Background: an optimization exercise with open tools, aiming at small area, a short achievable clock period and few clock cycles per item. Do not read the settings as production practice. Where RTL was checked, it was by simulation tests only, not by an equivalence proof against the original. Only the layout flow was run in runs 1 to 5; the RTL was not checked for function there. Power figures rest on the tool's default switching activity, not on a simulated workload.

### flow/design.v
`timescale 1ns/100ps
package mpeg_pkg;
	typedef logic [8-1:0] byte_t;
	typedef logic [16-1:0] key_t;
	typedef enum logic {
		run_misc  = 1'b0,
		run_video = 1'b1
	} run_class_e;
	typedef logic [7:0] run_len_t;
	typedef enum logic [1:0] {
		sc_idle,
		sc_zero,
		sc_zero_zero,
		sc_prefix
	} scan_state_e;
	typedef enum logic {
		join_idle,
		join_copy
	} join_state_e;
endpackage
`timescale 1ns/100ps
module lfsr_next #(
	parameter bit DEFAULT = 1'b0
) (
	input  logic cur,
	input  logic shifted,
	input  logic key,
	input  logic sel_key,
	input  logic sel_shift,
	input  logic sel_hold,
	input  logic force_one,
	output logic nx
);
	logic kept;
	assign kept = (sel_key & key) | (sel_shift & shifted) | (sel_hold & cur);
	if (DEFAULT)
		assign nx = kept | force_one;
	else
		assign nx = kept;
endmodule
`timescale 1ns/100ps
module mpeg_scrambler_top (
	input  logic            clk,
	input  logic            rst_n,
	input  mpeg_pkg::byte_t mpeg_in,
	input  logic            mpeg_in_en,
	input  logic            stream_end,
	input  mpeg_pkg::key_t  key_in,
	input  logic            key_en,
	output mpeg_pkg::byte_t mpeg_out,
	output logic            mpeg_out_en,
	output logic            mpeg_prog_full
);
	localparam logic [1:0] SC_IDLE = 2'b00;
	localparam logic [1:0] SC_ZERO = 2'b01;
	localparam logic [1:0] SC_ZERO_ZERO = 2'b11;
	localparam logic [1:0] SC_PREFIX = 2'b10;
	mpeg_pkg::key_t lfsr;
	logic step_d;
	logic key_bit;
	logic [1:0] state;
	logic [1:0] state_nx;
	logic video;
	logic video_nx;
	logic carries_sign;
	logic is_zero;
	logic is_one;
	logic is_slice;
	logic step;
	assign carries_sign = |mpeg_in[7:1];
	assign is_zero = ~carries_sign & ~mpeg_in[0];
	assign is_one = ~carries_sign & mpeg_in[0];
	assign is_slice = (mpeg_in >= 8'h01) && (mpeg_in <= 8'hAF);
	assign key_bit = step_d ? lfsr[14] : lfsr[15];
	assign step = mpeg_in_en & video & carries_sign;
	assign mpeg_prog_full = 1'b0;
	always_comb begin
		state_nx = state;
		video_nx = video;
		case (state)
			SC_IDLE: state_nx = is_zero ? SC_ZERO : SC_IDLE;
			SC_ZERO: state_nx = is_zero ? SC_ZERO_ZERO : SC_IDLE;
			SC_ZERO_ZERO: state_nx = is_one ? SC_PREFIX : (is_zero ? SC_ZERO_ZERO : SC_IDLE);
			default: begin
				state_nx = SC_IDLE;
				video_nx = is_slice;
			end
		endcase
		if (stream_end) begin
			state_nx = SC_IDLE;
			video_nx = 1'b0;
		end
	end
	always_ff @(posedge clk) begin
		mpeg_out <= {mpeg_in[7:1], mpeg_in[0] ^ (video & carries_sign & key_bit)};
		mpeg_out_en <= mpeg_in_en & rst_n;
	end
	logic sel_key;
	logic sel_shift;
	logic sel_hold;
	logic force_one;
	mpeg_pkg::key_t lfsr_shifted;
	mpeg_pkg::key_t lfsr_nx;
	assign sel_key = rst_n & key_en & (key_in != '0);
	assign sel_shift = rst_n & ~key_en & step_d;
	assign sel_hold = rst_n & ~key_en & ~step_d;
	assign force_one = ~rst_n | (key_en & (key_in == '0));
	assign lfsr_shifted = {lfsr[14:0], lfsr[15] ^ lfsr[13] ^ lfsr[12] ^ lfsr[10]};
	for (genvar i = 0; i < 16; i++) begin : g_lfsr
		lfsr_next #(.DEFAULT(16'hACE1 >> i & 1)) next (
			.cur(lfsr[i]),
			.shifted(lfsr_shifted[i]),
			.key(key_in[i]),
			.sel_key(sel_key),
			.sel_shift(sel_shift),
			.sel_hold(sel_hold),
			.force_one(force_one),
			.nx(lfsr_nx[i])
		);
	end
	always_ff @(posedge clk)
		lfsr <= lfsr_nx;
	always_ff @(posedge clk) begin
		if (!rst_n) begin
			step_d <= 1'b0;
			state <= SC_IDLE;
			video <= 1'b0;
		end else begin
			step_d <= step & ~key_en;
			if (mpeg_in_en) begin
				state <= state_nx;
				video <= video_nx;
			end
		end
	end
endmodule
### flow/flow/run.sh
#!/bin/bash
# Standard ORFS layout with plain buf_1 cells as the port buffers (buffer_ports otherwise picks a
# delay buffer), a clock tree of clkbuf_4 cells without dummy loads, and the slow wide OR cells
# added to the platform's don't-use list (flow/dont_use.txt holds the platform's list and these),
# so that synthesis builds wide ORs from NOR and NAND gates. Make's full output goes to
# flow_make.log here.
set -euo pipefail
bash standard.sh "BUFFER_PORTS_ARGS=-buffer_cell sky130_fd_sc_hd__buf_1" \
	"CTS_ARGS=-sink_clustering_enable -repair_clock_nets -dont_use_dummy_load -buf_list sky130_fd_sc_hd__clkbuf_4" \
	"DONT_USE_CELLS=$(cat flow/dont_use.txt)" \
	finish > flow_make.log 2>&1
### flow/flow/dont_use.txt
sky130_fd_sc_hd__probe_p_8 sky130_fd_sc_hd__probec_p_8 sky130_fd_sc_hd__lpflow_bleeder_1 sky130_fd_sc_hd__lpflow_clkbufkapwr_1 sky130_fd_sc_hd__lpflow_clkbufkapwr_16 sky130_fd_sc_hd__lpflow_clkbufkapwr_2 sky130_fd_sc_hd__lpflow_clkbufkapwr_4 sky130_fd_sc_hd__lpflow_clkbufkapwr_8 sky130_fd_sc_hd__lpflow_clkinvkapwr_1 sky130_fd_sc_hd__lpflow_clkinvkapwr_16 sky130_fd_sc_hd__lpflow_clkinvkapwr_2 sky130_fd_sc_hd__lpflow_clkinvkapwr_4 sky130_fd_sc_hd__lpflow_clkinvkapwr_8 sky130_fd_sc_hd__lpflow_decapkapwr_12 sky130_fd_sc_hd__lpflow_decapkapwr_3 sky130_fd_sc_hd__lpflow_decapkapwr_4 sky130_fd_sc_hd__lpflow_decapkapwr_6 sky130_fd_sc_hd__lpflow_decapkapwr_8 sky130_fd_sc_hd__lpflow_inputiso0n_1 sky130_fd_sc_hd__lpflow_inputiso0p_1 sky130_fd_sc_hd__lpflow_inputiso1n_1 sky130_fd_sc_hd__lpflow_inputiso1p_1 sky130_fd_sc_hd__lpflow_inputisolatch_1 sky130_fd_sc_hd__lpflow_isobufsrc_1 sky130_fd_sc_hd__lpflow_isobufsrc_16 sky130_fd_sc_hd__lpflow_isobufsrc_2 sky130_fd_sc_hd__lpflow_isobufsrc_4 sky130_fd_sc_hd__lpflow_isobufsrc_8 sky130_fd_sc_hd__lpflow_isobufsrckapwr_16 sky130_fd_sc_hd__lpflow_lsbuf_lh_hl_isowell_tap_1 sky130_fd_sc_hd__lpflow_lsbuf_lh_hl_isowell_tap_2 sky130_fd_sc_hd__lpflow_lsbuf_lh_hl_isowell_tap_4 sky130_fd_sc_hd__lpflow_lsbuf_lh_isowell_4 sky130_fd_sc_hd__lpflow_lsbuf_lh_isowell_tap_1 sky130_fd_sc_hd__lpflow_lsbuf_lh_isowell_tap_2 sky130_fd_sc_hd__lpflow_lsbuf_lh_isowell_tap_4 sky130_fd_sc_hd__or4_1 sky130_fd_sc_hd__or4_2 sky130_fd_sc_hd__or4_4 sky130_fd_sc_hd__or4b_1 sky130_fd_sc_hd__or4b_2 sky130_fd_sc_hd__or4b_4 sky130_fd_sc_hd__or4bb_1 sky130_fd_sc_hd__or4bb_2 sky130_fd_sc_hd__or4bb_4 sky130_fd_sc_hd__or3_1 sky130_fd_sc_hd__or3_2 sky130_fd_sc_hd__or3_4 sky130_fd_sc_hd__or3b_1 sky130_fd_sc_hd__or3b_2 sky130_fd_sc_hd__or3b_4
### flow/standard.sh
#!/bin/bash
# synth_recipe.tcl (not shown) runs the flow's synth.tcl, then flattens the netlist and writes it again
# the make line also repeats each setting of config.mk as NAME=value (left out here)
make -C /OpenROAD-flow-scripts/flow DESIGN_CONFIG=/design/flow/config.mk WORK_HOME=/design/flow/orfs CLKGATE_MAP_FILE= SYNTH_SCRIPT=/design/flow/synth_recipe.tcl "${@:-finish}"
### flow/config.mk
export PLATFORM = sky130hd
export DESIGN_NAME = mpeg_scrambler_top
export DESIGN_NICKNAME = mpeg_scrambler_top
export VERILOG_FILES = /design/flow/design.v
export SDC_FILE = /design/flow/constraint.sdc
export NUM_CORES = 4
export LEC_CHECK = 0
export CAP_MARGIN = 20
export CORE_AREA = 2.5 2.5 58.5 58.5
export DIE_AREA = 0 0 61 61
export SETUP_SLACK_MARGIN = 3.1
export SLEW_MARGIN = 20
export SYNTH_HIERARCHICAL = 1
### flow/constraint.sdc
create_clock -name core_clock -period 5.0 [get_ports {clk}]
set_input_delay 1.0000 -clock core_clock [delete_from_list [all_inputs] [get_ports {clk}]]
set_output_delay 1.0000 -clock core_clock [all_outputs]
set_load 0.01 [all_outputs]
==> impl_metrics.csv, run 1 <==
group,metric,value,unit
worst_setup_path,critical_path_class,"primary input to flip-flop",
clocking,clock_path_buffers,2,
sta,min_period,1.97,ns
clocking,htree_levels,2,
global_routing,gr-usage-met2,0.273,
worst_setup_path,worst-path-max-fanout,7,
clocking,numCtsBuffers,5,
finish,layout_common_cells,"29 x buf_1, 29 x dfxtp_1, 10 x nand2_1",
synth,syn-mean-instance-area,10.1,um^2
pwr,finalPower,0.436,mW
drt,drt-total-wl,2710,um
pwr,internal-power,0.325,mW
synth,yosysSeqAreaShare,0.530,
finish,drive_above_1_share,0.270,
synth,syn_nets,137,
synth,syn_area,0.00109,mm^2
finish,antennaDiodeCount,0,
global_routing,antenna_found_initial,0,
drt,remaining_drc_errors,0,
min_path,min-delay-path-class,"flip-flop to flip-flop",
synth,synthArstFlopShare,0,
die,die_x,61,um
drt,wl_per_cell,13.4,um
synth,synth_ff_type,"dfxtp_1",
die,std_cell_rows,20,
pwr,pwr-share-clk,0.268,
drt,drt_iter0_drc,115,
global_routing,gr-usage-met3,0.0725,
clocking,clk_latency,0.32,ns
placed_design,hpwl,1820,um
pwr,vdd_ir_drop_max,0.000180,V
worst_setup_path,arrival,2.16,ns
clocking,cts_tree,"yes",
worst_setup_path,crit_required,5.19,ns
die,ios,39,
worst_setup_path,start_kind,"primary input",
die,design.core.area,0.00303,mm^2
worst_setup_path,cp-end-kind,"flip-flop",
pwr,p_leak,0.625,nW
outcome,status,"complete, no violations",
pwr,p_sw_frac,0.255,
finish,fin_nets,190,
global_routing,globalRouteMet1Util,0.195,
sta,finalMaxSlewViolations,0,
synth,synth-seq-cells,29,
drt,dr.pass1.iters,5,
global_routing,track_usage,0.165,
sta,setup_tns,0,ns
sta,period_share,0.394,
clocking,clkTransAtPathRegs,0.09,ns
synth,yosysUniqueCellTypes,27,
clocking,cts.sinks,29,
run,drv_cap,0,
global_routing,grt_pass1_wl,4450,um
pwr,combPwrFrac,0.157,
clocking,clk_root_buffer_cell,"clkbuf_4",
sta,fmax,508,MHz
synth,synth_edf_count,0,
global_routing,top_usage_layer,"met2",
drt,antenna_left,0,
die,start_util,0.362,
pwr,pwr_density_cell,276,mW/mm^2
die,die-area,0.00372,mm^2
sta,setup_viol,0,
global_routing,grt_max_degree,17,
drt,dr_total_vias,1069,
sta,skew,0.0199,ns
sta,rsz0062_at_grt,"yes",
pwr,p_switching,0.111,mW
global_routing,gr-total-overflow,0,
placed_design,portBuffers,37,
synth,synth_warnings,7,
placed_design,gp_congestion,0.880,
global_routing,grt_pass1_vias,986,
synth,syn_inst,108,
drt,via_per_inst,5.27,
sta,hold_viol_final,0,
pwr,seqPwrFrac,0.576,
die,dieHeight,61,um
finish,syn2layout_area_growth,44.6,%
## cells by family after synthesis
logic type,count (synthesis),synth area share
compound gates,32,0.210
xor+xnor,4,0.0320
buf+inv,10,0.0377
flops,29,0.530
mux,1,0.0103
other cells,1,0.00343
simple gates,31,0.176
## power by group through the flow
stage	registers (mW)	clock network, mW	logic [mW]
floorplan	0.257	0	0.0259
global placement	0.256	0	0.0496
detailed placement	0.256	0	0.0508
CTS	0.251	0.122	0.0618
global route	0.253	0.135	0.0754
finish	0.251	0.117	0.0683
## cells in the mapped netlist (2+ instances only)
library cell  count  share of area
dfxtp_1          29           0.53
nor2b_1           4          0.023
nand2_1          10          0.034
a22oi_1           8          0.055
nand3_1           2         0.0091
o21ai_0           3          0.014
a222oi_1          8          0.073
and3_1            2          0.011
xnor2_1           3          0.024
inv_1             9          0.031
a21oi_1          10          0.046
nand4_1           2          0.011
nor4_1            4          0.023
## registers in the layout, summed over array words and instances (netlist names)
name and cells:
step_d 1, lfsr 16, mpeg_out_en 1, state 2, mpeg_out 8, video 1
## what timing repair did
item,in CTS,in global routing
endpoints found under the setup margin,16,17
hold buffers,0,0
setup buffers,7,2
pin swaps,2,8
hold endpoints to repair,0,0
cloned,1,0
resized for setup,25,11
## layer usage
layer / up-vias / routed length, um
met2: 44 / 1320
met4: 0 / 17
li1: 514 / -
met3: 2 / 193
met5: - / 0
met1: 509 / 1180
## stage by stage
stage	setup slack, ns	util	hold slack (ns)	instance area, um^2	std cells
after detailed placement	2.54	0.440	0.448	1330	188
after CTS	3.05	0.500	0.462	1520	201
final	3.03	0.523	0.465	1580	203
after global routing	2.94	0.523	0.498	1580	203
after global placement	2.59	0.440	0.443	1330	188
after floorplan	2.95	-	0.433	1150	108
## final cells by class
cell class	count	area (um^2)
fillers	291	1450
multi-input cells	70	592
flip-flops and latches	29	581
repair buffers	46	284
well taps	44	55.1
clock buffers	5	37.5
inverters	9	33.8
## worst max-delay path, cell delays in order
cell and delay, ns:
buf_8 0.10, nor4_4 0.26, nand4_1 0.18, and3_4 0.23, a222oi_1 0.33, inv_1 0.06
## path summary, 6_finish.rpt
| path | endpoint | from | depth (start not counted) | slack (ns) |
|---|---|---|---|---|
| worst min register to register | lfsr[4]$_DFF_P_ | lfsr[3]$_DFF_P_ | 2 | 0.47 |
| worst max-delay path | lfsr[14]$_DFF_P_ | key_in[9] | 6 | 3.03 |
| worst min-delay path | lfsr[4]$_DFF_P_ | lfsr[3]$_DFF_P_ | 2 | 0.47 |
| worst max register to register | lfsr[14]$_DFF_P_ | step_d$_SDFF_PN0_ | 3 | 3.82 |
==> inputs of run 2 (changes only) <==
--- a/flow/config.mk
+++ b/flow/config.mk
@@ -9,5 +9,5 @@
 export CORE_AREA = 2.5 2.5 58.5 58.5
 export DIE_AREA = 0 0 61 61
-export SETUP_SLACK_MARGIN = 3.1
+export SETUP_SLACK_MARGIN = 3.2
 export SLEW_MARGIN = 20
 export SYNTH_HIERARCHICAL = 1
==> run 2 against run 1 <==
Net effect: utilization down 0.41 points; first-iteration DRC count is 48% lower; critical path depth did not move; non-clock buffer count unchanged; flip-flop and latch count unchanged; die area stayed put; sequential power is essentially flat; fmax is 2.7% lower; combinational power is 3% lower; sequential share of layout area up 0.29 points; largest cell class unchanged; highest routed layer unchanged.
==> impl_metrics.csv, run 2 <==
group,metric,value,unit
outcome,status,"complete, no violations",
worst_setup_path,arrival,2.22,ns
synth,synth_area_leaders,"dfxtp_1 53%, a222oi_1 7.3%, a22oi_1 5.5%",
clocking,ctsHoldBuffers,0,
clocking,clk_latency,0.32,ns
drt,via_per_inst,5.16,
clocking,htree_levels,2,
synth,synth_edf_count,0,
sta,finalMaxSlewViolations,0,
die,die_x,61,um
die,std_cell_rows,20,
worst_setup_path,rr_startpoint,"step_d$_SDFF_PN0_",
synth,synth_ff_type,"dfxtp_1",
synth,synthArstFlopShare,0,
drt,wl_per_cell,13.3,um
drt,dr_total_vias,1048,
synth,synth_top_area_share,0.530,
drt,antenna_left,0,
placed_design,hpwl,1800,um
synth,yosysUniqueCellTypes,27,
global_routing,grt_max_degree,17,
placed_design,gp_congestion,0.780,
pwr,pwr_density_cell,277,mW/mm^2
sta,rsz0062_at_grt,"yes",
clocking,clkTransAtPathRegs,0.09,ns
drt,remaining_drc_errors,0,
sta,setup_tns,0,ns
sta,fmax,494,MHz
finish,drive_above_1_share,0.308,
placed_design,portBuffers,37,
clocking,clk_root_buffer_cell,"clkbuf_4",
finish,final_common_cell,"dfxtp_1",
sta,setup_viol,0,
die,start_util,0.362,
finish,fin_util,0.519,
synth,syn-mean-instance-area,10.1,um^2
finish,syn2layout_area_growth,43.4,%
finish,layout_common_cells,"29 x dfxtp_1, 25 x buf_1, 10 x nand2_1",
worst_setup_path,crit_required,5.19,ns
sta,hold_viol_final,0,
worst_setup_path,cp-end-kind,"flip-flop",
drt,drt_iter0_drc,60,
pwr,p_leak,0.629,nW
finish,antennaDiodeCount,0,
finish,top_register,"lfsr",
worst_setup_path,worst-path-max-fanout,6,
pwr,vdd_ir_drop_max,0.000165,V
synth,syn_inst,108,
clocking,numCtsBuffers,5,
worst_setup_path,endpoint,"lfsr[2]$_DFF_P_",
worst_setup_path,critical_path_class,"primary input to flip-flop",
worst_setup_path,start_kind,"primary input",
global_routing,grt_pass1_wl,4020,um
global_routing,gr-total-overflow,0,
worst_setup_path,worstReg2RegEnd,"lfsr[2]$_DFF_P_",
synth,synth_warnings,7,
synth,yosysTopAreaCell,"dfxtp_1",
sta,skew,0.0148,ns
worst_setup_path,worst-r2r-setup-slack,3.80,ns
global_routing,antenna_found_initial,0,
sta,period_share,0.405,
finish,largest_reg_flops,16,
min_path,min-delay-path-class,"flip-flop to flip-flop",
die,ios,39,
finish,fin_nets,190,
clocking,cts.sinks,29,
run,drv_cap,0,
drt,drt-total-wl,2690,um
synth,synth-seq-cells,29,
global_routing,grt_pass1_vias,944,
clocking,cts_tree,"yes",
finish,reg_top3,"lfsr: 16 flops, mpeg_out: 8 flops, state: 2 flops",
synth,synth.most_common_cell,"dfxtp_1",
clocking,clock_path_buffers,2,
die,design.core.area,0.00303,mm^2
synth,synth_common_cells,"29 x dfxtp_1, 10 x a21oi_1, 10 x nand2_1, 9 x inv_1",
global_routing,track_usage,0.153,
synth,syn_area,0.00109,mm^2
drt,dr.pass1.iters,5,
sta,min_period,2.02,ns
synth,syn_nets,137,
synth,yosysSeqAreaShare,0.530,
die,die-area,0.00372,mm^2
die,dieHeight,61,um
worst_setup_path,reg2regPathDepth,3,
worst_setup_path,cp-startpoint,"key_in[14]",
==> run 2: changes by cell type in the layout (fill, tap and decap cells not counted) <==
cell | before | now
buf_2 | 0 | 7
clkbuf_2 | 1 | 2
buf_1 | 29 | 25
a21oi_2 | 6 | 8
buf_6 | 8 | 6
a21oi_1 | 4 | 2
buf_4 | 6 | 5
buf_8 | 1 | 0
==> run 2: layer usage <==
metal,vias to the layer above,part of all wire,global-route usage,wire length [um]
met1,493,0.43,0.175,1160
met2,36,0.49,0.243,1310
met4,0,0.0078,0.0683,21
met5,-,0,0,0
li1,517,-,-,-
met3,2,0.072,0.0746,194
==> run 2: layout make-up <==
| class | count | area (um^2) |
|---|---|---|
| well taps | 44 | 55.1 |
| clock buffers | 5 | 37.5 |
| inverters | 9 | 33.8 |
| fillers | 287 | 1460 |
| multi-input cells | 70 | 599 |
| repair buffers | 46 | 264 |
| flip-flops and latches | 29 | 581 |
==> run 2: report_power, final <==
group | internal, mW | leakage [nW] | switching [mW]
Combinational | 0.0323 | 0.364 | 0.0342
Clock | 0.0468 | 0.0230 | 0.0699
Sequential | 0.244 | 0.242 | 0.00697
==> run 2: how the worst min path moves through the flow <==
| stage | from | end | slack [ns] | cells past startpoint |
|---|---|---|---|---|
| after floorplan | lfsr[1]$_DFF_P_ | lfsr[2]$_DFF_P_ | 0.43 | 2 |
| after global placement | lfsr[8]$_DFF_P_ | lfsr[9]$_DFF_P_ | 0.44 | 2 |
| after detailed placement | lfsr[8]$_DFF_P_ | lfsr[9]$_DFF_P_ | 0.45 | 2 |
| after CTS | lfsr[4]$_DFF_P_ | lfsr[5]$_DFF_P_ | 0.48 | 2 |
| after global routing | lfsr[6]$_DFF_P_ | lfsr[7]$_DFF_P_ | 0.50 | 2 |
| final | lfsr[6]$_DFF_P_ | lfsr[7]$_DFF_P_ | 0.47 | 2 |
==> run 2: stage by stage <==
step	std cells	power (mW)	area, um^2	hold WS [ns]	setup WS [ns]
4_1_cts	200	0.431	1480	0.475	2.99
6_report	203	0.434	1570	0.471	2.98
3_5_place_dp	188	0.307	1340	0.447	2.58
3_3_place_gp	188	0.306	1340	0.443	2.62
2_1_floorplan	108	0.283	1150	0.433	2.95
5_1_grt	203	0.458	1570	0.501	2.93
==> run 2: critical path: stages <==
cell and delay [ns]:
buf_6 0.10, nor4_4 0.28, nand4_1 0.19, and3_4 0.22
a222oi_1 0.35, inv_1 0.06
==> run 2: cell families (layout without fill, tap and decap cells) <==
group,after synthesis,after routing,synth area share
compound gates,32,32,0.210
xor+xnor,4,4,0.0320
buf+inv,10,60,0.0377
flops,29,29,0.530
mux,1,1,0.0103
other cells,1,1,0.00343
simple gates,31,32,0.176
==> run 2: repair_timing <==
item / 4_1_cts / 5_1_grt
pin swaps: 8 / 10
setup endpoints to repair: 17 / 25
setup buffers: 6 / 3
gates cloned: 1 / 0
resized for setup: 15 / 25
==> inputs of run 3 (changes only) <==
--- a/flow/config.mk
+++ b/flow/config.mk
@@ -9,5 +9,5 @@
 export CORE_AREA = 2.5 2.5 58.5 58.5
 export DIE_AREA = 0 0 61 61
-export SETUP_SLACK_MARGIN = 3.2
+export SETUP_SLACK_MARGIN = 3.15
 export SLEW_MARGIN = 20
 export SYNTH_HIERARCHICAL = 1
==> run 3 against run 2 <==
Net effect: global-route usage up 1.2 points; flip-flop and latch count unchanged; largest power group unchanged; first-iteration DRC count up 67%; sequential power about the same; via count up 4.3%; utilization up 1.7 points; die area unchanged.
==> impl_metrics.csv, run 3 <==
group,metric,value,unit
die,die_x,61,um
synth,syn_nets,137,
synth,synth.most_common_cell,"dfxtp_1",
sta,rsz0062_at_grt,"yes",
worst_setup_path,start_kind,"primary input",
drt,dr.pass1.iters,6,
drt,via_per_inst,5.33,
worst_setup_path,cp-end-kind,"flip-flop",
pwr,vdd_ir_drop_max,0.000186,V
global_routing,gr-total-overflow,0,
placed_design,placed_area,0.00133,mm^2
worst_setup_path,worst-path-max-fanout,7,
sta,fmax,506,MHz
finish,antennaDiodeCount,0,
synth,yosysTopAreaCell,"dfxtp_1",
synth,synth_common_cells,"29 x dfxtp_1, 10 x a21oi_1, 10 x nand2_1, 9 x inv_1",
clocking,clk_latency,0.33,ns
sta,finalMaxSlewViolations,0,
drt,drt_iter0_drc,100,
global_routing,grt_pass1_wl,4460,um
finish,largest_reg_flops,16,
die,ios,39,
drt,drt-total-wl,2870,um
sta,min_period,1.98,ns
synth,synth_warnings,7,
sta,skew,0.0168,ns
sta,period_share,0.395,
finish,fin_util,0.535,
global_routing,grt_max_degree,17,
clocking,cts.sinks,29,
synth,syn-mean-instance-area,10.1,um^2
worst_setup_path,arrival,2.17,ns
finish,drive_above_1_share,0.311,
pwr,pwr_density_cell,272,mW/mm^2
drt,wl_per_cell,14.0,um
finish,layout_common_cells,"29 x dfxtp_1, 25 x buf_1, 12 x buf_6",
finish,final_common_cell,"dfxtp_1",
synth,synth_ff_type,"dfxtp_1",
pwr,combPwrFrac,0.163,
run,drv_cap,0,
pwr,p_sw_frac,0.258,
drt,dr_total_vias,1093,
clocking,clkTransAtPathRegs,0.07,ns
clocking,htree_levels,2,
die,die-area,0.00372,mm^2
clocking,ctsHoldBuffers,0,
global_routing,antenna_found_initial,0,
finish,ff_latch_area,581,um^2
finish,fin_nets,192,
synth,synth_edf_count,0,
synth,synth-seq-cells,29,
clocking,numCtsBuffers,5,
drt,antenna_left,0,
worst_setup_path,critical_path_class,"primary input to flip-flop",
worst_setup_path,crit_required,5.20,ns
outcome,status,"complete, no violations",
placed_design,gp_congestion,0.880,
synth,synthArstFlopShare,0,
sta,hold_ws,0.468,ns
min_path,min-delay-path-class,"flip-flop to flip-flop",
placed_design,portBuffers,37,
pwr,pwr-share-clk,0.267,
synth,yosysSeqAreaShare,0.530,
clocking,cts_tree,"yes",
pwr,finalPower,0.441,mW
finish,fillCellCount,279,
synth,synth_area_leaders,"dfxtp_1 53%, a222oi_1 7.3%, a22oi_1 5.5%",
pwr,p_leak,0.650,nW
die,std_cell_rows,20,
pwr,internal-power,0.327,mW
synth,syn_area,0.00109,mm^2
finish,top_register,"lfsr",
die,design.core.area,0.00303,mm^2
synth,synth_top_area_share,0.530,
finish,syn2layout_area_growth,48.0,%
finish,reg_top3,"lfsr: 16 flops, mpeg_out: 8 flops, state: 2 flops",
synth,yosysUniqueCellTypes,27,
drt,remaining_drc_errors,0,
pwr,seqPwrFrac,0.570,
pwr,p_switching,0.114,mW
finish,multiInputGateArea,604,um^2
placed_design,hpwl,1820,um
global_routing,grt_pass1_vias,991,
sta,tightest_slew,0.512,ns
sta,slew-limit-headroom,0.659,
clocking,clk_root_buffer_cell,"clkbuf_4",
sta,setup_tns,0,ns
sta,setup_viol,0,
finish,final_area,0.00162,mm^2
synth,syn_inst,108,
global_routing,track_usage,0.166,
sta,hold_viol_final,0,
die,start_util,0.362,
die,dieHeight,61,um
clocking,clock_path_buffers,2,
==> run 3: cell counts after synthesis <==
Identical to the previous run, type by type.
==> run 3: logic make-up after synthesis <==
logic type / Yosys count / synth area share
AOI/OAI and AO/OA: 32 / 0.210
xor gates and xnor gates: 4 / 0.0320
buffers and inverters: 10 / 0.0377
DFF: 29 / 0.530
muxes: 1 / 0.0103
other: 1 / 0.00343
and+or+nand+nor: 31 / 0.176
==> run 3: layout make-up <==
class	instances	share of cell area
Timing Repair Buffer	48	0.191
Multi-Input combinational cell	70	0.373
Inverter	9	0.0208
Clock buffer	5	0.0232
Sequential cell	29	0.358
Tap cell	44	0.0340
==> run 3: metal layers <==
layer  track usage  share of wire  up-vias  routed length [um]
met4        0.0466          0.028        0                  81
met5             0              0        -                   0
met1         0.197           0.41      511                1180
met3        0.0725          0.081        9                 233
li1              -              -      521                   -
met2         0.272           0.48       52                1380
==> run 3: worst paths after layout <==
path,slack [ns],cells after the start,endpoint,startpoint
setup / recovery,3.02,6,lfsr[14]$_DFF_P_,key_in[5]
hold / removal,0.47,2,lfsr[2]$_DFF_P_,lfsr[1]$_DFF_P_
setup reg to reg,3.80,3,lfsr[14]$_DFF_P_,step_d$_SDFF_PN0_
hold reg to reg,0.47,2,lfsr[2]$_DFF_P_,lfsr[1]$_DFF_P_
==> run 3: timing repair <==
| item | CTS | global route |
|---|---|---|
| resized for setup | 28 | 20 |
| endpoints found under the setup margin | 16 | 21 |
| buffers inserted | 7 | 4 |
| pin swaps | 3 | 10 |
| gates cloned | 1 | 0 |
==> run 3: power groups by stage <==
stage | registers, mW | logic, mW | clock network (mW)
floorplan | 0.257 | 0.0259 | 0
global placement | 0.256 | 0.0496 | 0
detailed placement | 0.256 | 0.0508 | 0
CTS | 0.251 | 0.0629 | 0.122
global route | 0.253 | 0.0786 | 0.135
finish | 0.251 | 0.0718 | 0.118
==> run 3: through the flow <==
stage                     setup WS, ns  cells
after floorplan                   2.95    108
after global placement            2.59    188
after detailed placement          2.54    188
after CTS                         3.05    201
after global routing              2.92    205
final                             3.02    205
==> run 3: critical path, cell delays in order <==
cell      delay [ns]
buf_6           0.10
nor4_4          0.25
nand4_1         0.18
and3_4          0.23
a222oi_1        0.34
inv_1           0.06
==> inputs of run 4 (changes only) <==
--- a/flow/design.v
+++ b/flow/design.v
@@ -102,5 +102,5 @@
 	mpeg_pkg::key_t lfsr_shifted;
 	mpeg_pkg::key_t lfsr_nx;
-	assign sel_key = rst_n & key_en & (key_in != '0);
+	assign sel_key = rst_n & key_en;
 	assign sel_shift = rst_n & ~key_en & step_d;
 	assign sel_hold = rst_n & ~key_en & ~step_d;
==> run 4 against run 3 <==
Net effect: still clean on timing, DRC and antenna; die area unchanged; synthesized area up 0.46%; sequential share of layout area up 2.7 points; power down 2.6%; sequential power about the same; fmax up 8.1%; clock-buffer cell count unchanged; design area down 6.9%; worst setup slack better by 0.15 ns; register-to-register slack better by 0.06 ns; largest cell class is now sequential cells.
==> impl_metrics.csv, run 4 <==
group,metric,value,unit
sta,hold_viol_final,0,
worst_setup_path,cp_top_family,"simple AND/OR/NAND/NOR gates",
global_routing,grt_max_degree,17,
finish,fillCellCount,297,
drt,dr.pass1.iters,4,
synth,yosysSeqAreaShare,0.528,
synth,synth_ff_type,"dfxtp_1",
synth,synth_top_area_share,0.528,
clocking,ctsHoldBuffers,0,
sta,fmax,547,MHz
global_routing,globalRouteMet1Util,0.174,
worst_setup_path,critical_path_class,"primary input to flip-flop",
clocking,cts.sinks,29,
synth,syn_inst,107,
finish,top_register,"lfsr",
placed_design,gp_congestion,0.765,
sta,skew,0.0173,ns
synth,synth.most_common_cell,"dfxtp_1",
min_path,worstHoldEndpoint,"lfsr[2]$_DFF_P_",
drt,drt-total-wl,2500,um
global_routing,gr-usage-met3,0.0512,
clocking,clkTransAtPathRegs,0.07,ns
finish,drive_above_1_share,0.224,
finish,multiInputGateArea,576,um^2
synth,synth_warnings,7,
die,design.core.area,0.00303,mm^2
drt,dr_total_vias,997,
min_path,min-delay-path-class,"flip-flop to flip-flop",
finish,reg_top3,"lfsr: 16 flops, mpeg_out: 8 flops, state: 2 flops",
clocking,cts_tree,"yes",
placed_design,hpwl,1860,um
synth,synth_edf_count,0,
clocking,numCtsBuffers,5,
finish,final_common_cell,"dfxtp_1",
sta,period_share,0.365,
global_routing,antenna_found_initial,0,
worst_setup_path,path_buf_inv,2,
die,ios,39,
finish,fin_nets,183,
worst_setup_path,start_kind,"primary input",
finish,final_area,0.00151,mm^2
drt,drt_iter0_drc,59,
finish,largest_reg_flops,16,
global_routing,grt_pass1_vias,898,
clocking,clk_latency,0.32,ns
outcome,status,"complete, no violations",
clocking,htree_levels,2,
worst_setup_path,cp_slowest_stage_delay,0.26,ns
finish,layout_common_cells,"29 x dfxtp_1, 28 x buf_1, 10 x nand2_1",
worst_setup_path,cp-end-kind,"flip-flop",
die,dieHeight,61,um
worst_setup_path,crit_slowest_cell,"o41ai_4",
synth,synth_area_leaders,"dfxtp_1 53%, a222oi_1 7.3%, a22oi_1 5.5%",
min_path,worst_hold_path.num_cells,2,
synth,synth-seq-cells,29,
global_routing,track_usage,0.147,
sta,rsz0062_at_grt,"yes",
min_path,min_from,"lfsr[1]$_DFF_P_",
drt,via_per_inst,5.09,
worst_setup_path,worst-r2r-setup-slack,3.86,ns
placed_design,placed_area,0.00136,mm^2
placed_design,portBuffers,37,
die,die-area,0.00372,mm^2
synth,syn_area,0.00110,mm^2
pwr,pwr_density_cell,285,mW/mm^2
finish,syn2layout_area_growth,37.1,%
clocking,clk_root_buffer_cell,"clkbuf_4",
worst_setup_path,crit_required,5.25,ns
worst_setup_path,arrival,2.08,ns
synth,syn-mean-instance-area,10.3,um^2
global_routing,grt_pass1_wl,3840,um
global_routing,top_usage_layer,"met2",
sta,finalMaxSlewViolations,0,
worst_setup_path,crit_chain,"buf_6 > nor4_4 > nand4_1 > o41ai_4 > buf_6 > a21oi_2 > nand2_1",
synth,yosysTopAreaCell,"dfxtp_1",
finish,ff_latch_area,581,um^2
drt,remaining_drc_errors,0,
die,start_util,0.363,
sta,setup_viol,0,
sta,setup_tns,0,ns
global_routing,gr-total-overflow,0,
worst_setup_path,reg2regPathDepth,3,
synth,syn_nets,136,
global_routing,gr-usage-met2,0.235,
pwr,vdd_ir_drop_max,0.000142,V
clocking,clock_path_buffers,2,
run,drv_cap,0,
worst_setup_path,worstReg2RegEnd,"lfsr[1]$_DFF_P_",
worst_setup_path,rr_startpoint,"step_d$_SDFF_PN0_",
synth,synth_common_cells,"29 x dfxtp_1, 10 x a21oi_1, 10 x nand2_1",
die,die_x,61,um
worst_setup_path,worst-path-max-fanout,8,
die,std_cell_rows,20,
synth,yosysUniqueCellTypes,30,
finish,antennaDiodeCount,0,
drt,antenna_left,0,
synth,synthArstFlopShare,0,
worst_setup_path,cpMostUsedCell,"buf_6",
sta,min_period,1.83,ns
drt,wl_per_cell,12.8,um
pwr,p_leak,0.601,nW
run 4: cell types whose count changed in the layout (fill, tap and decap cells not counted), sizes merged:
cell / before / now
and2: 1 / 2
nand4b: 1 / 2
o21ai: 3 / 2
nor4b: 1 / 2
nor2: 0 / 1
and3: 3 / 0
o41ai: 0 / 1
nand4: 2 / 1
inv: 9 / 8
clkbuf: 9 / 6
nor4: 5 / 3
and3b: 0 / 1
buf: 44 / 40
run 4: per-layer routing:
layer,vias to the layer above,share of wire
li1,493,-
met1,470,0.44
met2,28,0.48
met3,6,0.053
met4,0,0.018
met5,-,0
run 4: logic make-up (layout without fill, tap and decap cells):
family | Yosys count | count (layout) | synth area share
compound gates | 32 | 32 | 0.213
xor+xnor | 4 | 4 | 0.0319
buf+inv | 9 | 54 | 0.0341
flops | 29 | 29 | 0.528
mux | 1 | 1 | 0.0102
other cells | 1 | 1 | 0.00341
simple gates | 31 | 31 | 0.180
run 4: how the worst max path moves through the flow:
stage / startpoint / end / slack [ns] / depth (start not counted)
after floorplan: key_in[9] / lfsr[0]$_DFF_P_ / 3.04 / 5
after global placement: key_en / lfsr[10]$_DFF_P_ / 2.66 / 6
final: key_in[14] / lfsr[6]$_DFF_P_ / 3.17 / 7
after CTS: key_in[10] / lfsr[6]$_DFF_P_ / 3.11 / 7
after global routing: key_in[8] / lfsr[6]$_DFF_P_ / 3.13 / 7
after detailed placement: key_en / lfsr[0]$_DFF_P_ / 2.61 / 6
run 4: what timing repair did:
action / 4_1_cts / 5_1_grt
setup endpoints to repair: 16 / 17
resized for setup: 25 / 5
setup buffers: 4 / 0
pin swaps: 13 / 4
run 4: area by class of cell:
class | instances | area share
tap | 44 | 0.0365
timing repair buffer | 41 | 0.152
inverter | 8 | 0.0199
clock buffer | 5 | 0.0249
sequential | 29 | 0.385
multi-input combinational | 69 | 0.382
run 4: worst register-to-register path, stage by stage, from the launching register on:
cell and delay, ns:
dfxtp_1 0.34, and3b_2 0.33, a222oi_1 0.29, inv_1 0.06
run 4: through the flow:
stage          cells  utilization  setup slack, ns  hold WS, ns  total power [mW]
5_1_grt          196        0.498             3.13        0.495             0.453
2_1_floorplan    107            -             3.04        0.433             0.284
6_report         196        0.498             3.17        0.475             0.429
3_5_place_dp     187        0.450             2.61        0.455             0.310
3_3_place_gp     187        0.450             2.66        0.446             0.308
4_1_cts          196        0.494             3.11        0.475             0.434
run 4: power breakdown:
part	total (mW)	internal (mW)	switching [mW]	leakage (nW)
registers	0.251	0.244	0.00678	0.242
clock network	0.116	0.0468	0.0690	0.0230
logic	0.0626	0.0302	0.0324	0.336
==> inputs of run 5 (changes only) <==
--- a/flow/config.mk
+++ b/flow/config.mk
@@ -9,5 +9,5 @@
 export CORE_AREA = 2.5 2.5 58.5 58.5
 export DIE_AREA = 0 0 61 61
-export SETUP_SLACK_MARGIN = 3.15
+export SETUP_SLACK_MARGIN = 3.2
 export SLEW_MARGIN = 20
 export SYNTH_HIERARCHICAL = 1
==> run 5 against run 4 <==
Net effect: design area grew 3.5%; critical endpoint is now lfsr[5]$_DFF_P_; die area unchanged; global-route usage grew 1.2 points; fmax grew 1.1%; largest cell class is now multi-input combinational cells; sequential power barely moved.
==> impl_metrics.csv, run 5 <==
group,metric,value,unit
drt,drt-total-wl,2630,um
clocking,cts.sinks,29,
min_path,min-delay-path-class,"flip-flop to flip-flop",
die,design.core.area,0.00303,mm^2
synth,yosysSeqAreaShare,0.528,
sta,rsz0062_at_grt,"yes",
finish,drive_above_1_share,0.329,
pwr,seqPwrFrac,0.576,
synth,syn_inst,107,
pwr,p_switching,0.113,mW
finish,ff_latch_area,584,um^2
drt,antenna_left,0,
synth,yosysUniqueCellTypes,30,
worst_setup_path,worstSetupPathDepth,7,
synth,synth_area_leaders,"dfxtp_1 53%, a222oi_1 7.3%, a22oi_1 5.5%",
finish,antennaDiodeCount,0,
sta,skew,0.0188,ns
pwr,vdd_ir_drop_max,0.000122,V
finish,multiInputGateArea,596,um^2
outcome,status,"complete, no violations",
drt,dr_total_vias,1002,
finish,final_area,0.00156,mm^2
drt,remaining_drc_errors,0,
worst_setup_path,cp-end-kind,"flip-flop",
sta,fmax,554,MHz
worst_setup_path,path_buf_inv,2,
synth,synthArstFlopShare,0,
drt,wl_per_cell,13.4,um
pwr,p_sw_frac,0.258,
worst_setup_path,crit_chain,"buf_8 > nor4_4 > nand4_1 > o41ai_4 > buf_6 > a21oi_2 > nand2_1",
pwr,pwr-share-clk,0.272,
finish,fillCellCount,285,
run,drv_cap,0,
global_routing,grt_pass1_wl,4140,um
sta,setup_viol,0,
worst_setup_path,cp_top_family,"simple AND/OR/NAND/NOR gates",
global_routing,antenna_found_initial,0,
sta,hold_ws,0.451,ns
worst_setup_path,crit_required,5.25,ns
synth,syn_nets,136,
finish,reg_top3,"lfsr: 16 flops, mpeg_out: 8 flops, state: 2 flops",
clocking,htree_levels,2,
synth,synth_top_area_share,0.528,
worst_setup_path,worst-r2r-setup-slack,3.85,ns
worst_setup_path,reg2regPathDepth,3,
sta,period_share,0.361,
placed_design,gp_congestion,0.804,
finish,top_register,"lfsr",
global_routing,gr-total-overflow,0,
global_routing,grt_pass1_vias,974,
synth,syn_area,0.00110,mm^2
placed_design,portBuffers,37,
pwr,pwr_density_cell,280,mW/mm^2
placed_design,place_ws,2.70,ns
sta,worst_slack,3.19,ns
synth,syn-mean-instance-area,10.3,um^2
worst_setup_path,critical_path_class,"primary input to flip-flop",
clocking,clk_latency,0.33,ns
clocking,cts_tree,"yes",
sta,hold_viol_final,0,
pwr,internal-power,0.324,mW
drt,via_per_inst,5.11,
pwr,finalPower,0.437,mW
clocking,numCtsBuffers,5,
die,dieHeight,61,um
die,std_cell_rows,20,
sta,min_period,1.81,ns
finish,largest_reg_flops,16,
die,start_util,0.363,
pwr,p_leak,0.631,nW
pwr,combPwrFrac,0.153,
synth,synth_ff_type,"dfxtp_1",
finish,layout_common_cells,"26 x dfxtp_1, 20 x buf_1, 10 x nand2_1",
min_path,worst_hold_path.num_cells,2,
worst_setup_path,crit_slowest_cell,"nor4_4",
finish,final_common_cell,"dfxtp_1",
worst_setup_path,worst-path-max-fanout,8,
die,die-area,0.00372,mm^2
finish,syn2layout_area_growth,41.9,%
placed_design,hpwl,1880,um
die,die_x,61,um
clocking,clk_root_buffer_cell,"clkbuf_4",
worst_setup_path,start_kind,"primary input",
synth,synth_warnings,7,
finish,fin_nets,183,
synth,synth-seq-cells,29,
synth,synth_common_cells,"29 x dfxtp_1, 10 x a21oi_1, 10 x nand2_1",
sta,finalMaxSlewViolations,0,
synth,yosysTopAreaCell,"dfxtp_1",
sta,setup_tns,0,ns
clocking,clock_path_buffers,2,
drt,dr.pass1.iters,5,
placed_design,placed_area,0.00137,mm^2
clocking,clkTransAtPathRegs,0.09,ns
drt,drt_iter0_drc,48,
synth,synth.most_common_cell,"dfxtp_1",
synth,synth_edf_count,0,
worst_setup_path,cp_slowest_stage_delay,0.24,ns
die,ios,39,
worst_setup_path,arrival,2.06,ns
global_routing,grt_max_degree,17,
global_routing,track_usage,0.158,
==> run 5: cell count changes in the layout (fill, tap and decap cells not counted), sizes merged <==
cell    previous run  this run
buf               40        39
clkbuf             6         7
==> run 5: worst register-to-register path, delay by kind of cell (launching register included) <==
family          cells  cell delay (ns)
compound gates      1             0.29
buf+inv             1             0.08
flops               1             0.35
simple gates        1             0.34
==> run 5: layer usage <==
metal  vias to the layer above  GRT usage  share of wire
met3                         6     0.0512          0.057
met1                       472      0.176           0.42
met4                         0     0.0932          0.020
met5                         -          0              0
li1                        493          -              -
met2                        31      0.264           0.50
==> run 5: final cells by class <==
cell class / count / share of cell area
Multi-Input combinational cell: 69 / 0.382
Sequential cell: 29 / 0.374
Timing Repair Buffer: 41 / 0.165
Tap cell: 44 / 0.0353
Clock buffer: 5 / 0.0241
Inverter: 8 / 0.0192
==> run 5: worst paths after layout <==
path                           from               end
setup reg to reg  step_d$_SDFF_PN0_  lfsr[14]$_DFF_P_
setup / recovery          key_in[4]   lfsr[5]$_DFF_P_
hold / removal      lfsr[7]$_DFF_P_   lfsr[8]$_DFF_P_
hold reg to reg     lfsr[7]$_DFF_P_   lfsr[8]$_DFF_P_
==> run 5: stage by stage <==
stage                      util  cells
after floorplan               -    107
after global placement    0.451    187
after detailed placement  0.451    187
after CTS                 0.501    196
after global routing      0.515    196
final                     0.515    196
==> run 5: power groups by stage <==
stage	Sequential, mW	Clock [mW]	Combinational (mW)
finish	0.252	0.119	0.0667
floorplan	0.257	0	0.0271
global route	0.253	0.135	0.0729
detailed placement	0.256	0	0.0535
CTS	0.251	0.124	0.0633
global placement	0.256	0	0.0527
==> run 5: cells by family after synthesis <==
family	share of synthesized area
buffers and inverters	0.0341
other	0.00341
DFF	0.528
muxes	0.0102
AOI/OAI and AO/OA	0.213
and+or+nand+nor	0.180
xor gates and xnor gates	0.0319
==> run 5: what timing repair did <==
item                                    4_1_cts  5_1_grt
hold buffers                                  0        0
gates cloned                                  0        0
pin swaps                                    13        3
setup buffers                                 4        0
endpoints found under the setup margin       21       23
gates resized for setup                      35       16
==> inputs of run 6 (changes only) <==
--- a/flow/design.v
+++ b/flow/design.v
@@ -58,4 +58,5 @@
 	mpeg_pkg::key_t lfsr;
 	logic step_d;
+	logic load_default;
 	logic key_bit;
 	logic [1:0] state;
@@ -72,5 +73,5 @@
 	assign is_one = ~carries_sign & mpeg_in[0];
 	assign is_slice = (mpeg_in >= 8'h01) && (mpeg_in <= 8'hAF);
-	assign key_bit = step_d ? lfsr[14] : lfsr[15];
+	assign key_bit = load_default ? 16'hACE1 >> (16 - 1) : (step_d ? lfsr[14] : lfsr[15]);
 	assign step = mpeg_in_en & video & carries_sign;
 	assign mpeg_prog_full = 1'b0;
@@ -102,8 +103,8 @@
 	mpeg_pkg::key_t lfsr_shifted;
 	mpeg_pkg::key_t lfsr_nx;
-	assign sel_key = rst_n & key_en;
-	assign sel_shift = rst_n & ~key_en & step_d;
-	assign sel_hold = rst_n & ~key_en & ~step_d;
-	assign force_one = ~rst_n | (key_en & (key_in == '0));
+	assign sel_key = key_en;
+	assign sel_shift = ~key_en & ~load_default & step_d;
+	assign sel_hold = ~key_en & ~load_default & ~step_d;
+	assign force_one = ~key_en & load_default;
 	assign lfsr_shifted = {lfsr[14:0], lfsr[15] ^ lfsr[13] ^ lfsr[12] ^ lfsr[10]};
 	for (genvar i = 0; i < 16; i++) begin : g_lfsr
@@ -124,8 +125,10 @@
 		if (!rst_n) begin
 			step_d <= 1'b0;
+			load_default <= 1'b1;
 			state <= SC_IDLE;
 			video <= 1'b0;
 		end else begin
 			step_d <= step & ~key_en;
+			load_default <= key_en & (key_in == '0);
 			if (mpeg_in_en) begin
 				state <= state_nx;
==> run 6 against run 5 <==
Net effect: largest cell class is now sequential cells; critical path type is now flip-flop to output pin; clock power barely moved; first-iteration DRC count rose to 3.0 times the previous value; flip-flop and latch count is 1 higher; hold slack improved by 0.0012 ns; clock skew is 0.0020 ns lower; power fell by 0.48%.
==> impl_metrics.csv, run 6 <==
group,metric,value,unit
finish,fin_util,0.471,
pwr,pwr_density_cell,305,mW/mm^2
sta,skew,0.0168,ns
worst_setup_path,cp_slowest_stage_delay,0.33,ns
clocking,cts_tree,"yes",
clocking,clk_root_buffer_cell,"clkbuf_4",
sta,fmax,568,MHz
drt,drt-total-wl,2350,um
global_routing,grt_max_degree,22,
sta,setup_tns,0,ns
synth,yosysTopAreaCell,"dfxtp_1",
synth,synth_ff_type,"dfxtp_1",
finish,antennaDiodeCount,0,
synth,syn-mean-instance-area,10.2,um^2
pwr,finalPower,0.435,mW
worst_setup_path,arrival,0.76,ns
finish,layout_common_cells,"28 x dfxtp_1, 27 x buf_1, 11 x nand2_1",
synth,synth_top_family_by_area,"compound AO/OA/AOI/OAI gates",
global_routing,grt_pass1_wl,3680,um
finish,final_common_cell,"dfxtp_1",
min_path,worstHoldEndpoint,"lfsr[1]$_DFF_P_",
drt,met2_length,1130,um
clocking,clkTransAtPathRegs,0.09,ns
clocking,numCtsBuffers,5,
worst_setup_path,worst-r2r-setup-slack,3.72,ns
min_path,min_from,"lfsr[0]$_DFF_P_",
die,ios,39,
drt,dr_total_vias,993,
synth,synth-simple-area-share,0.165,
placed_design,hpwl,1730,um
die,start_util,0.367,
drt,remaining_drc_errors,0,
synth,syn_inst,109,
synth,yosys-mux-area-fraction,0.0101,
worst_setup_path,cp_top_family,"flip-flops",
synth,synth_xor_area_frac,0.0315,
drt,wl_per_cell,11.9,um
synth,syn_area,0.00111,mm^2
worst_setup_path,worst-path-max-fanout,1,
die,std_cell_rows,20,
worst_setup_path,reg2regPathDepth,3,
sta,hold_ws,0.452,ns
worst_setup_path,worstReg2RegEnd,"lfsr[11]$_DFF_P_",
sta,finalMaxSlewViolations,0,
clocking,htree_levels,2,
synth,synth_top_area_share,0.540,
placed_design,gp_congestion,0.741,
synth,synthAdderAreaFrac,0,
sta,min_period,1.76,ns
clocking,clk_latency,0.31,ns
global_routing,antenna_found_initial,0,
drt,met3WireLength,126,um
synth,synth-seq-cells,30,
synth,yosysUniqueCellTypes,28,
drt,antenna_left,0,
synth,yosysSeqAreaShare,0.540,
sta,setup_viol,0,
placed_design,place_ws,2.46,ns
drt,met1Wirelength,1040,um
worst_setup_path,cp-end-kind,"output pin",
outcome,status,"complete, no violations",
synth,synth.most_common_cell,"dfxtp_1",
synth,synthArstFlopShare,0,
worst_setup_path,critical_path_class,"flip-flop to output pin",
finish,drive_above_1_share,0.182,
synth,synth-compound-area-share,0.209,
sta,period_share,0.352,
finish,largest_reg_flops,16,
finish,fillCellCount,309,
clocking,cts.sinks,30,
clocking,clock_path_buffers,2,
min_path,worst_hold_path.num_cells,2,
worst_setup_path,crit_required,4.00,ns
finish,syn2layout_area_growth,28.1,%
worst_setup_path,rr_startpoint,"load_default$_SDFF_PN1_",
sta,rsz0062_at_grt,"yes",
global_routing,grt_pass1_vias,864,
sta,slew-limit-headroom,0.591,
finish,fin_nets,185,
pwr,p_leak,0.576,nW
placed_design,portBuffers,37,
min_path,min-delay-path-class,"flip-flop to flip-flop",
die,dieHeight,61,um
worst_setup_path,path_buf_inv,1,
worst_setup_path,start_kind,"flip-flop",
die,design.core.area,0.00303,mm^2
clocking,ctsHoldBuffers,0,
pwr,vdd_ir_drop_max,0.000127,V
finish,top_register,"lfsr",
sta,tightest_slew,0.612,ns
synth,synth_common_cells,"30 x dfxtp_1, 11 x nand2_1, 10 x a21oi_1, 10 x inv_1",
worst_setup_path,crit_slowest_cell,"dfxtp_2",
synth,synth_edf_count,0,
die,die-area,0.00372,mm^2
sta,hold_viol_final,0,
worst_setup_path,crit_chain,"buf_6",
synth,syn_nets,138,
global_routing,gr-total-overflow,0,
synth,synth_area_leaders,"dfxtp_1 54%, a222oi_1 7.2%, a22oi_1 5.4%",
global_routing,track_usage,0.140,
synth,synth_warnings,7,
drt,via_per_inst,5.02,
die,die_x,61,um
drt,topRoutingLayerUsed,"met4",
drt,drt_iter0_drc,146,
run,drv_cap,0,
finish,reg_top3,"lfsr: 16 flops, mpeg_out: 8 flops, state: 2 flops",
sta,worst_slack,3.24,ns
drt,dr.pass1.iters,4,
run 6: layout make-up:
cell class / count / area (um^2) / share of cell area
timing repair buffer: 41 / 196 / 0.138
clock buffer: 5 / 37.5 / 0.0263
tap: 44 / 55.1 / 0.0386
sequential: 30 / 603 / 0.423
inverter: 10 / 37.5 / 0.0263
multi-input combinational: 68 / 495 / 0.348
run 6: through the flow:
| step | instance area (um^2) | instances |
|---|---|---|
| 2_1_floorplan | 1130 | 109 |
| 3_3_place_gp | 1320 | 189 |
| 3_5_place_dp | 1320 | 189 |
| 4_1_cts | 1400 | 198 |
| 5_1_grt | 1430 | 198 |
| 6_report | 1430 | 198 |
run 6: worst max path at each step:
stage	start	to	depth (start not counted)
floorplan	mpeg_in[4]	state[0]$_SDFFE_PN0P_	4
global placement	key_en	lfsr[2]$_DFF_P_	4
detailed placement	key_en	load_default$_SDFF_PN1_	4
CTS	mpeg_out[4]$_DFF_P_	mpeg_out[4]	1
global route	mpeg_out[1]$_DFF_P_	mpeg_out[1]	1
finish	mpeg_out[3]$_DFF_P_	mpeg_out[3]	1
run 6: tightest hold or removal path, cell delays in order, from the launching register on:
cell and delay (ns):
dfxtp_1 0.33, a222oi_1 0.06, inv_1 0.05
run 6: kinds of logic after synthesis:
logic type      Yosys count
compound gates           32
flops                    30
simple gates             30
buf+inv                  11
xor+xnor                  4
mux                       1
other cells               1
run 6: what timing repair did:
item | 4_1_cts | 5_1_grt
buffers inserted | 4 | 0
gates resized for setup | 9 | 13
gates cloned | 0 | 0
endpoints found under the setup margin | 21 | 9
pin swaps | 2 | 0
run 6: per-layer routing:
metal  track usage  vias to the layer above
li1              -                      502
met1         0.158                      456
met2         0.224                       30
met3        0.0576                        5
met4        0.0745                        0
met5             0                        -
run 6: power breakdown:
| group | leakage [nW] | internal (mW) | switching, mW |
|---|---|---|---|
| Clock | 0.0230 | 0.0468 | 0.0693 |
| Sequential | 0.251 | 0.255 | 0.00949 |
| Combinational | 0.302 | 0.0259 | 0.0282 |
Testbench counts of run 6, summed over its fixed seeds: cycles 173,216, bytes 173,208.
==> inputs of run 7 (changes only) <==
--- a/flow/config.mk
+++ b/flow/config.mk
@@ -9,5 +9,5 @@
 export CORE_AREA = 2.5 2.5 58.5 58.5
 export DIE_AREA = 0 0 61 61
-export SETUP_SLACK_MARGIN = 3.2
+export SETUP_SLACK_MARGIN = 3.25
 export SLEW_MARGIN = 20
 export SYNTH_HIERARCHICAL = 1
==> run 7 against run 6 <==
Net effect: clock-buffer cell count stayed put; still clean; sequential power hardly changed; fmax hardly changed; global-route usage is 0.082 points higher; flip-flop and latch count stayed put; highest routed layer unchanged.
==> impl_metrics.csv, run 7 <==
group,metric,value,unit
outcome,status,"complete, no violations",
finish,ff_latch_area,603,um^2
finish,largest_reg_flops,16,
worst_setup_path,worstReg2RegEnd,"lfsr[10]$_DFF_P_",
pwr,p_leak,0.573,nW
finish,antennaDiodeCount,0,
sta,hold_ws,0.458,ns
global_routing,gr-usage-met2,0.220,
drt,remaining_drc_errors,0,
worst_setup_path,worst-r2r-setup-slack,3.80,ns
clocking,htree_levels,2,
global_routing,globalRouteMet1Util,0.160,
clocking,ctsHoldBuffers,0,
synth,synth_area_leaders,"dfxtp_1 54%, a222oi_1 7.2%, a22oi_1 5.4%",
sta,setup_viol,0,
finish,top_register,"lfsr",
clocking,numCtsBuffers,5,
clocking,cts_tree,"yes",
synth,syn-mean-instance-area,10.2,um^2
die,die-area,0.00372,mm^2
drt,via_per_inst,5.05,
worst_setup_path,cp_slowest_stage_delay,0.32,ns
sta,setup_tns,0,ns
pwr,finalPower,0.434,mW
drt,dr.pass1.iters,4,
global_routing,gr-usage-met3,0.0640,
worst_setup_path,critical_path_class,"flip-flop to output pin",
drt,drt_iter0_drc,117,
finish,layout_common_cells,"28 x dfxtp_1, 27 x buf_1, 11 x nand2_1",
finish,syn2layout_area_growth,28.6,%
sta,min_period,1.76,ns
global_routing,track_usage,0.140,
sta,slew-limit-headroom,0.629,
synth,synth_common_cells,"30 x dfxtp_1, 11 x nand2_1, 10 x a21oi_1, 10 x inv_1",
min_path,min-delay-path-class,"flip-flop to flip-flop",
die,design.core.area,0.00303,mm^2
finish,fin_util,0.472,
synth,syn_nets,138,
finish,reg_top3,"lfsr: 16 flops, mpeg_out: 8 flops, state: 2 flops",
worst_setup_path,cp_top_family,"flip-flops",
finish,drive_above_1_share,0.176,
worst_setup_path,reg2regPathDepth,3,
drt,wl_per_cell,11.9,um
clocking,clk_root_buffer_cell,"clkbuf_4",
pwr,pwr_density_cell,303,mW/mm^2
worst_setup_path,rr_startpoint,"load_default$_SDFF_PN1_",
synth,syn_area,0.00111,mm^2
drt,drt-total-wl,2340,um
pwr,vdd_ir_drop_max,0.0000904,V
placed_design,hpwl,1760,um
synth,syn_inst,109,
drt,antenna_left,0,
global_routing,grt_pass1_wl,3680,um
sta,finalMaxSlewViolations,0,
sta,hold_viol_final,0,
worst_setup_path,endpoint,"mpeg_out[5]",
synth,synth-seq-cells,30,
die,dieHeight,61,um
drt,dr_total_vias,994,
worst_setup_path,start_kind,"flip-flop",
die,ios,39,
global_routing,grt_max_degree,22,
global_routing,grt_pass1_vias,886,
worst_setup_path,cp-startpoint,"mpeg_out[5]$_DFF_P_",
finish,fin_nets,184,
global_routing,antenna_found_initial,0,
worst_setup_path,path_buf_inv,1,
sta,period_share,0.352,
placed_design,portBuffers,37,
die,std_cell_rows,20,
sta,tightest_slew,0.555,ns
die,start_util,0.367,
worst_setup_path,crit_chain,"buf_2",
synth,synthArstFlopShare,0,
synth,synth_edf_count,0,
synth,yosysTopAreaCell,"dfxtp_1",
finish,fillCellCount,313,
die,die_x,61,um
worst_setup_path,crit_slowest_cell,"dfxtp_1",
clocking,cts.sinks,30,
worst_setup_path,worst-path-max-fanout,1,
finish,final_common_cell,"dfxtp_1",
sta,skew,0.0256,ns
worst_setup_path,arrival,0.76,ns
synth,synth_warnings,7,
run,drv_cap,0,
synth,synth_ff_type,"dfxtp_1",
synth,synth_top_area_share,0.540,
clocking,clk_latency,0.32,ns
clocking,clkTransAtPathRegs,0.09,ns
finish,final_area,0.00143,mm^2
worst_setup_path,worstSetupPathDepth,1,
placed_design,gp_congestion,0.741,
worst_setup_path,cp-end-kind,"output pin",
worst_setup_path,crit_required,4.00,ns
synth,yosysSeqAreaShare,0.540,
synth,synth.most_common_cell,"dfxtp_1",
clocking,clock_path_buffers,2,
synth,yosysUniqueCellTypes,28,
finish,multiInputGateArea,495,um^2
placed_design,placed_area,0.00132,mm^2
global_routing,top_usage_layer,"met2",
global_routing,gr-total-overflow,0,
sta,rsz0062_at_grt,"yes",
sta,fmax,568,MHz
==> run 7: repair_timing <==
item | 4_1_cts | 5_1_grt
endpoints found under the setup margin | 26 | 11
buffers inserted | 3 | 0
gates resized for setup | 14 | 5
pin swaps | 2 | 1
==> run 7: layout make-up <==
| class | count | area share |
|---|---|---|
| multi-input cells | 68 | 0.346 |
| flip-flops and latches | 30 | 0.422 |
| repair buffers | 40 | 0.141 |
| clock buffers | 5 | 0.0262 |
| inverters | 10 | 0.0262 |
| well taps | 44 | 0.0385 |
==> run 7: logic make-up (layout without fill, tap and decap cells) <==
group | after synthesis | in the layout | share of synthesized area
compound gates | 32 | 32 | 0.209
xor+xnor | 4 | 4 | 0.0315
buf+inv | 11 | 55 | 0.0405
flops | 30 | 30 | 0.540
mux | 1 | 1 | 0.0101
other cells | 1 | 1 | 0.00337
simple gates | 30 | 30 | 0.165
==> run 7: per-stage QoR <==
step,setup slack [ns],cells
after floorplan,3.20,109
after global placement,2.55,189
after detailed placement,2.41,189
after CTS,3.21,197
after global routing,3.19,197
final,3.24,197
==> run 7: power breakdown <==
group          switching (mW)  internal (mW)
logic                  0.0278         0.0259
registers             0.00934          0.255
clock network          0.0689         0.0468
==> run 7: worst min-delay path by stage <==
stage,start,end,slack (ns),cells after the start
floorplan,video$_SDFFE_PN0P_,step_d$_SDFF_PN0_,0.43,2
finish,video$_SDFFE_PN0P_,step_d$_SDFF_PN0_,0.46,2
detailed placement,video$_SDFFE_PN0P_,step_d$_SDFF_PN0_,0.45,2
global route,video$_SDFFE_PN0P_,step_d$_SDFF_PN0_,0.48,2
CTS,video$_SDFFE_PN0P_,step_d$_SDFF_PN0_,0.46,2
global placement,video$_SDFFE_PN0P_,step_d$_SDFF_PN0_,0.44,2
==> run 7: metal layers <==
layer | up-vias | share of wire
li1 | 501 | -
met1 | 464 | 0.45
met2 | 25 | 0.48
met3 | 4 | 0.052
met4 | 0 | 0.019
met5 | - | 0
==> inputs of run 8 (changes only) <==
--- a/flow/config.mk
+++ b/flow/config.mk
@@ -9,5 +9,5 @@
 export CORE_AREA = 2.5 2.5 58.5 58.5
 export DIE_AREA = 0 0 61 61
-export SETUP_SLACK_MARGIN = 3.25
+export SETUP_SLACK_MARGIN = 3.18
 export SLEW_MARGIN = 20
 export SYNTH_HIERARCHICAL = 1
==> run 8 against run 7 <==
Net effect: via count is 0.60% lower; synthesized cell count unchanged; clock skew shrank 0.011 ns; design area fell by 2.3%; utilization is 1.1 points lower; critical path depth unchanged; non-clock buffer count is 1 higher; fmax down 0.81%; combinational power is 4.1% lower; first-iteration DRC count decreased by 38%; critical path type unchanged.
==> impl_metrics.csv, run 8 <==
group,metric,value,unit
finish,largest_reg_flops,16,
run,drv_cap,0,
finish,antennaDiodeCount,0,
placed_design,portBuffers,37,
synth,synth_top_area_share,0.540,
pwr,p_leak,0.557,nW
worst_setup_path,critical_path_class,"flip-flop to output pin",
synth,synth_xor_area_frac,0.0315,
sta,hold_viol_final,0,
finish,reg_top3,"lfsr: 16 flops, mpeg_out: 8 flops, state: 2 flops",
placed_design,hpwl,1800,um
clocking,clk_root_buffer_cell,"clkbuf_4",
drt,via_per_inst,4.99,
clocking,cts_tree,"yes",
die,die-area,0.00372,mm^2
synth,synth_area_leaders,"dfxtp_1 54%, a222oi_1 7.2%, a22oi_1 5.4%",
finish,fin_nets,185,
placed_design,gp_congestion,0.752,
finish,fin_cells,198,
die,ios,39,
synth,syn_nets,138,
synth,yosysTopAreaCell,"dfxtp_1",
outcome,status,"complete, no violations",
worst_setup_path,worstSetupPathDepth,1,
sta,hold_ws,0.460,ns
worst_setup_path,reg2regPathDepth,3,
sta,min_period,1.77,ns
worst_setup_path,worst-path-max-fanout,1,
sta,skew,0.0146,ns
worst_setup_path,worstReg2RegEnd,"lfsr[15]$_DFF_P_",
worst_setup_path,cp_top_family,"flip-flops",
drt,drt-total-wl,2460,um
worst_setup_path,start_kind,"flip-flop",
synth,synth.most_common_cell,"dfxtp_1",
clocking,ctsHoldBuffers,0,
worst_setup_path,cp_slowest_stage_delay,0.32,ns
synth,synth-simple-area-share,0.165,
drt,antenna_left,0,
clocking,numCtsBuffers,5,
sta,period_share,0.355,
global_routing,gr-total-overflow,0,
global_routing,grt_pass1_vias,886,
synth,synth_top_family_by_area,"compound AO/OA/AOI/OAI gates",
die,design.core.area,0.00303,mm^2
drt,dr_total_vias,988,
synth,synth_edf_count,0,
global_routing,grt_max_degree,22,
global_routing,grt_pass1_wl,3890,um
die,std_cell_rows,20,
placed_design,dp_cells,189,
drt,dr.pass1.iters,5,
worst_setup_path,path_buf_inv,1,
clocking,clk_latency,0.32,ns
synth,synthAdderAreaFrac,0,
sta,fmax,563,MHz
pwr,vdd_ir_drop_max,0.000104,V
synth,synth-seq-cells,30,
finish,final_common_cell,"buf_1",
synth,yosysUniqueCellTypes,28,
synth,syn_area,0.00111,mm^2
sta,rsz0062_at_grt,"no",
die,die_x,61,um
min_path,worstHoldEndpoint,"step_d$_SDFF_PN0_",
finish,fin_util,0.462,
sta,tightest_slew,0.608,ns
synth,syn-mean-instance-area,10.2,um^2
clocking,clock_path_buffers,2,
global_routing,track_usage,0.148,
pwr,pwr_density_cell,310,mW/mm^2
clocking,htree_levels,2,
min_path,worst_hold_path.num_cells,2,
worst_setup_path,arrival,0.77,ns
worst_setup_path,rr_startpoint,"load_default$_SDFF_PN1_",
worst_setup_path,cp-end-kind,"output pin",
drt,wl_per_cell,12.4,um
finish,layout_common_cells,"32 x buf_1, 30 x dfxtp_1, 11 x nand2_1",
sta,finalMaxSlewViolations,0,
sta,slew-limit-headroom,0.594,
synth,synth-compound-area-share,0.209,
synth,synth_warnings,7,
drt,remaining_drc_errors,0,
die,dieHeight,61,um
clocking,cts.sinks,30,
synth,syn_inst,109,
die,start_util,0.367,
clocking,clkTransAtPathRegs,0.09,ns
worst_setup_path,worst-r2r-setup-slack,3.73,ns
worst_setup_path,crit_slowest_cell,"dfxtp_1",
finish,drive_above_1_share,0.130,
worst_setup_path,crit_chain,"buf_1",
finish,syn2layout_area_growth,25.6,%
synth,synth_common_cells,"30 x dfxtp_1, 11 x nand2_1, 10 x a21oi_1, 10 x inv_1",
sta,setup_tns,0,ns
sta,setup_viol,0,
min_path,min-delay-path-class,"flip-flop to flip-flop",
synth,synthArstFlopShare,0,
synth,yosysSeqAreaShare,0.540,
finish,top_register,"lfsr",
min_path,min_from,"video$_SDFFE_PN0P_",
global_routing,antenna_found_initial,0,
worst_setup_path,crit_required,4.00,ns
synth,synth_ff_type,"dfxtp_1",
synth,yosys-mux-area-fraction,0.0101,
drt,drt_iter0_drc,73,
-- run 8: worst reg2reg max path: cells and delay by family, from the launching register on --
| family | cells | cell delay, ns |
|---|---|---|
| DFF | 1 | 0.48 |
| and+or+nand+nor | 2 | 0.65 |
| AOI/OAI and AO/OA | 1 | 0.09 |
-- run 8: layout make-up --
type	instances	area [um^2]
Clock buffer	5	37.5
Timing Repair Buffer	41	178
Tap cell	44	55.1
Multi-Input combinational cell	68	489
Fill cell	327	1630
Inverter	10	37.5
Sequential cell	30	601
-- run 8: what timing repair did --
action                                  in CTS  in global routing
buffers inserted                             4                  0
endpoints found under the setup margin      17                  4
gates resized for setup                      6                  4
cloned                                       0                  0
pin swaps                                    2                  0
-- run 8: layer usage --
| metal | vias to the layer above | GRT usage | part of all wire |
|---|---|---|---|
| li1 | 501 | - | - |
| met1 | 462 | 0.179 | 0.43 |
| met2 | 19 | 0.226 | 0.49 |
| met3 | 6 | 0.0490 | 0.050 |
| met4 | 0 | 0.0932 | 0.021 |
| met5 | - | 0 | 0 |
-- run 8: per-stage QoR --
step | area [um^2] | power [mW] | setup WS [ns]
floorplan | 1130 | 0.296 | 3.19
global placement | 1320 | 0.318 | 2.49
detailed placement | 1320 | 0.320 | 2.37
CTS | 1390 | 0.441 | 3.19
global route | 1400 | 0.459 | 3.18
finish | 1400 | 0.433 | 3.23
-- run 8: worst max path at each step --
| stage | from | end | slack [ns] |
|---|---|---|---|
| 2_1_floorplan | key_en | lfsr[0]$_DFF_P_ | 3.19 |
| 3_3_place_gp | key_en | lfsr[8]$_DFF_P_ | 2.49 |
| 3_5_place_dp | key_en | lfsr[5]$_DFF_P_ | 2.37 |
| 4_1_cts | mpeg_out[2]$_DFF_P_ | mpeg_out[2] | 3.19 |
| 5_1_grt | mpeg_out_en$_DFF_P_ | mpeg_out_en | 3.18 |
| 6_report | mpeg_out[5]$_DFF_P_ | mpeg_out[5] | 3.23 |
-- run 8: cells by family after synthesis --
family | count (synthesis)
buf+inv | 11
flops | 30
simple gates | 30
compound gates | 32
mux | 1
other cells | 1
xor+xnor | 4
-- run 8: report_power, final --
group | total [mW] | switching (mW) | internal (mW)
registers | 0.265 | 0.00989 | 0.255
logic | 0.0515 | 0.0273 | 0.0242
clock network | 0.117 | 0.0697 | 0.0468

-- port drivers added, routing unchanged --
Ports are ideal in the flow. The routed layouts listed here were re-timed in OpenROAD. Step 1 assumes that a clkbuf_16 drives the clock port and a buf_2 every other input. Step 2 times the ports against the registers' clock, not the clock port: input delays grow and output delays shrink by t, the midpoint of the rising clock arrivals with the driver on. a / b / c = ideal ports / drivers / drivers and shift; a / b = the first two.
| run | t, ns | setup slack, ns |
|---|---|---|
| run 1 | 0.329 | 3.031 / 3.010 / 2.681 |
| run 2 | 0.334 | 2.976 / 2.964 / 2.631 |
| run 3 | 0.337 | 3.024 / 3.008 / 2.671 |
| run 4 | 0.336 | 3.173 / 3.163 / 2.827 |
| run 5 | 0.340 | 3.194 / 3.178 / 2.838 |
| run 6 | 0.328 | 3.239 / 3.217 / 2.962 |
| run 7 | 0.328 | 3.239 / 3.219 / 2.959 |
| run 8 | 0.331 | 3.225 / 3.203 / 2.940 |
After both steps every run listed still meets setup and hold.
